This is an optimization exercise on Yosys and OpenROAD, whose aim is small area, a short achievable clock period and few clock cycles per item, not a production implementation.
Where RTL was checked, it was by simulation tests only, not by an equivalence proof against the original.

==> run a <==
==> flow/design.v (excerpt) <==
module cnn_classifier (
    input  logic                    i_clk,
    input  logic                    i_rst,
    input  logic                    i_start,
    input  logic                    i_load_valid,
    input  logic                    i_load_sel,
    input  logic [6-1:0]  i_load_addr,
    input  logic [8-1:0]  i_load_data,
    output logic                    o_busy,
    output logic                    o_done,
    output logic                    o_decision,
    output logic [8-1:0] o_history
);
Settings: LEC_CHECK=0, CAP_MARGIN=20, CORE_MARGIN=2, CORE_UTILIZATION=40, SETUP_SLACK_MARGIN=5, SLEW_MARGIN=20, SYNTH_HIERARCHICAL=1; clock period 8.0 ns.
run.sh (not shown) runs the stock make flow with config.mk's settings and CLKGATE_MAP_FILE= SYNTH_SCRIPT=/design/flow/synth_recipe.tcl, a recipe that flattens the netlist after the stock synthesis.
==> run b (differences from run a) <==
--- a/flow/design.v
+++ b/flow/design.v
@@ -144,26 +144,28 @@
     assign kx1 = kw[1];
     assign kx2 = kw[2];
     assign kx3 = kw[3];
     assign kx4 = kw[4];
     assign kx5 = kw[5];
     assign kx6 = kw[6];
     assign kx7 = kw[7];
     assign kx8 = kw[8];
+    logic [9:0] ld_data3;
+    assign ld_data3 = {ld_data[7], ld_data, 1'b0} + {{2{ld_data[7]}}, ld_data};
     always_ff @(posedge i_clk) begin
-        k3_0 <= {kx0[7], kx0, 1'b0} + {{2{kx0[7]}}, kx0};
-        k3_1 <= {kx1[7], kx1, 1'b0} + {{2{kx1[7]}}, kx1};
-        k3_2 <= {kx2[7], kx2, 1'b0} + {{2{kx2[7]}}, kx2};
-        k3_3 <= {kx3[7], kx3, 1'b0} + {{2{kx3[7]}}, kx3};
-        k3_4 <= {kx4[7], kx4, 1'b0} + {{2{kx4[7]}}, kx4};
-        k3_5 <= {kx5[7], kx5, 1'b0} + {{2{kx5[7]}}, kx5};
-        k3_6 <= {kx6[7], kx6, 1'b0} + {{2{kx6[7]}}, kx6};
-        k3_7 <= {kx7[7], kx7, 1'b0} + {{2{kx7[7]}}, kx7};
-        k3_8 <= {kx8[7], kx8, 1'b0} + {{2{kx8[7]}}, kx8};
+        if (ld_wgt && (ld_addr == 6'd0)) k3_0 <= ld_data3;
+        if (ld_wgt && (ld_addr == 6'd1)) k3_1 <= ld_data3;
+        if (ld_wgt && (ld_addr == 6'd2)) k3_2 <= ld_data3;
+        if (ld_wgt && (ld_addr == 6'd3)) k3_3 <= ld_data3;
+        if (ld_wgt && (ld_addr == 6'd4)) k3_4 <= ld_data3;
+        if (ld_wgt && (ld_addr == 6'd5)) k3_5 <= ld_data3;
+        if (ld_wgt && (ld_addr == 6'd6)) k3_6 <= ld_data3;
+        if (ld_wgt && (ld_addr == 6'd7)) k3_7 <= ld_data3;
+        if (ld_wgt && (ld_addr == 6'd8)) k3_8 <= ld_data3;
     end
     logic [19:0] acc_s, acc_c, acc_in_s, acc_in_c;
     logic [11:0] fsel_c;
     logic [7:0]  dwt_c;
     logic [9:0]  dwt3_c;
     logic        wc;
     logic l0_1;
     logic l0_2;
@@ -1630,22 +1632,29 @@
     logic [19:0] wsum_x;
     assign wsum_x = ~(wsum_s + wsum_c);
     logic [7:0] feat_b;
     always_comb begin
         if (wsum_x[19:12] > 8'd160) feat_b = 8'hff;
         else if (wsum_x[19:12] == 8'd160 && wsum_x[11:0] != 12'd0) feat_b = wsum_x[11:4];
         else feat_b = '0;
     end
+    logic [5:0] row_oh, col_oh;
+    always_ff @(posedge i_clk) begin
+        for (int r = 0; r < 6; r++) begin
+            row_oh[r] <= !i_rst && (head_n_nx[5:3] == 3'(r + 2));
+            col_oh[r] <= !i_rst && (head_n_nx[2:0] == 3'(r + 2));
+        end
+    end
     logic [7:0] dsel_a;
     always_comb begin
         dsel_a = '0;
         for (int r = 0; r < 6; r++)
             for (int c = 0; c < 6; c++)
-                if (head_n[5:3] == 3'(r + 2) && head_n[2:0] == 3'(c + 2)) dsel_a = dw[r * 6 + c];
+                dsel_a = dsel_a | ({8{row_oh[r] && col_oh[c]}} & dw[r * 6 + c]);
     end
     assign acc_in_s = fc ? 20'd530432 : acc_s;
     assign acc_in_c = fc ? 20'd0 : acc_c;
     always_ff @(posedge i_clk) begin
         if (i_rst) begin
             vb <= 1'b0;
             vc <= 1'b0;
         end else begin
@@ -1687,11 +1696,17 @@
     end
     logic busy_o, done_o;
     always_ff @(posedge i_clk) begin
         busy_o <= busy_nx;
         done_o <= !i_rst && !done_r && fin;
     end
     assign o_busy     = busy_o;
     assign o_done     = done_o;
-    assign o_decision = dec_r;
-    assign o_history  = hist_r;
+    logic [7:0] hist_o;
+    always_ff @(posedge i_clk) begin
+        if (i_rst) hist_o <= '0;
+        else if (!done_r && fin) hist_o <= {hist_r[6:0], (acc > 0)};
+        else hist_o <= hist_r;
+    end
+    assign o_decision = hist_o[0];
+    assign o_history  = hist_o;
 endmodule
==> run c (differences from run a) <==
--- a/flow/design.v
+++ b/flow/design.v
@@ -1630,22 +1630,29 @@
     logic [19:0] wsum_x;
     assign wsum_x = ~(wsum_s + wsum_c);
     logic [7:0] feat_b;
     always_comb begin
         if (wsum_x[19:12] > 8'd160) feat_b = 8'hff;
         else if (wsum_x[19:12] == 8'd160 && wsum_x[11:0] != 12'd0) feat_b = wsum_x[11:4];
         else feat_b = '0;
     end
+    logic [5:0] row_oh, col_oh;
+    always_ff @(posedge i_clk) begin
+        for (int r = 0; r < 6; r++) begin
+            row_oh[r] <= !i_rst && (head_n_nx[5:3] == 3'(r + 2));
+            col_oh[r] <= !i_rst && (head_n_nx[2:0] == 3'(r + 2));
+        end
+    end
     logic [7:0] dsel_a;
     always_comb begin
         dsel_a = '0;
         for (int r = 0; r < 6; r++)
             for (int c = 0; c < 6; c++)
-                if (head_n[5:3] == 3'(r + 2) && head_n[2:0] == 3'(c + 2)) dsel_a = dw[r * 6 + c];
+                dsel_a = dsel_a | ({8{row_oh[r] && col_oh[c]}} & dw[r * 6 + c]);
     end
     assign acc_in_s = fc ? 20'd530432 : acc_s;
     assign acc_in_c = fc ? 20'd0 : acc_c;
     always_ff @(posedge i_clk) begin
         if (i_rst) begin
             vb <= 1'b0;
             vc <= 1'b0;
         end else begin
@@ -1687,11 +1694,17 @@
     end
     logic busy_o, done_o;
     always_ff @(posedge i_clk) begin
         busy_o <= busy_nx;
         done_o <= !i_rst && !done_r && fin;
     end
     assign o_busy     = busy_o;
     assign o_done     = done_o;
-    assign o_decision = dec_r;
-    assign o_history  = hist_r;
+    logic [7:0] hist_o;
+    always_ff @(posedge i_clk) begin
+        if (i_rst) hist_o <= '0;
+        else if (!done_r && fin) hist_o <= {hist_r[6:0], (acc > 0)};
+        else hist_o <= hist_r;
+    end
+    assign o_decision = hist_o[0];
+    assign o_history  = hist_o;
 endmodule
Settings changed: CORE_UTILIZATION 40 to 50.
==> summary of the runs <==
- Flip-flop and latch count, lowest first: run a, run b, run c.
- Via count, lowest first: run b, run c, run a.
- Run a produced a clean layout. Run c finished clean. Run b went through all stages and came out clean.
- Sequential share of layout area: run b > run c > run a.
- In run c the routed wire length is smaller than in run a, by 4.4%.
==> figures <==
quantity                                                 run b      run a      run c
Worst EP arrival                                       3.74 ns    3.72 ns    3.75 ns
First-pass GRT wire length                           239000 um  257000 um  247000 um
Multi-input logic portion of the cell area               33.0%      36.3%      35.1%
Area share of the largest cell type after synthesis      43.6%      38.4%      39.0%
Status                        no timing/DRC/antenna violations  no timing/DRC/antenna violations  no timing/DRC/antenna violations
Adder-cell area share of the yosys netlist               14.8%      15.5%      15.7%
Total met3 wirelength after detailed routing          12600 um   12700 um   13800 um
Register-to-register path setup slack                  4.90 ns    4.99 ns    4.90 ns
Post-CTS Resized                                            81        120         64
Die X                                                   402 um     411 um     365 um
Testbench counts of run a, summed over its fixed seeds: cycles 6,984, items 96.
Testbench counts of run b, summed over its fixed seeds: cycles 6,984, items 96.
The RTL of run c was laid out without a check of its function.

-- static timing again, ports no longer ideal --
The results above use ideal ports. As a check the final layouts listed here were re-extracted and re-timed, cells and wires unchanged.
Step 1 assumes that a clkbuf_16 drives the clock port and a buf_2 every other input.
Step 2 adds t to the input delays and takes it off the output delays; t is the mean of the earliest and latest rising clock arrival at the registers after step 1. Input paths then give back, and output paths get back, about the clock's delay inside the block.
Three values: ideal, step 1, step 2; two values: the first two.
run | shift t [ns] | slack for setup (ns) | worst hold slack (ns) | worst setup path at the end | clock arrival spread, ns
run a | 0.867 | 4.989 / 4.981 / 4.259 | 0.332 / 0.332 / 0.332 | input to register | 0.060 / 0.060
run b | 0.868 | 4.899 / 4.899 / 4.493 | 0.338 / 0.338 / 0.338 | input to register | 0.039 / 0.040
run c | 0.857 | 4.901 / 4.901 / 4.611 | 0.369 / 0.369 / 0.369 | input to register | 0.038 / 0.039
After both steps setup and hold are still met in every run listed. For run a, which loses most, drivers alone change the setup slack by -0.008 ns; drivers and shift together by -0.730 ns.
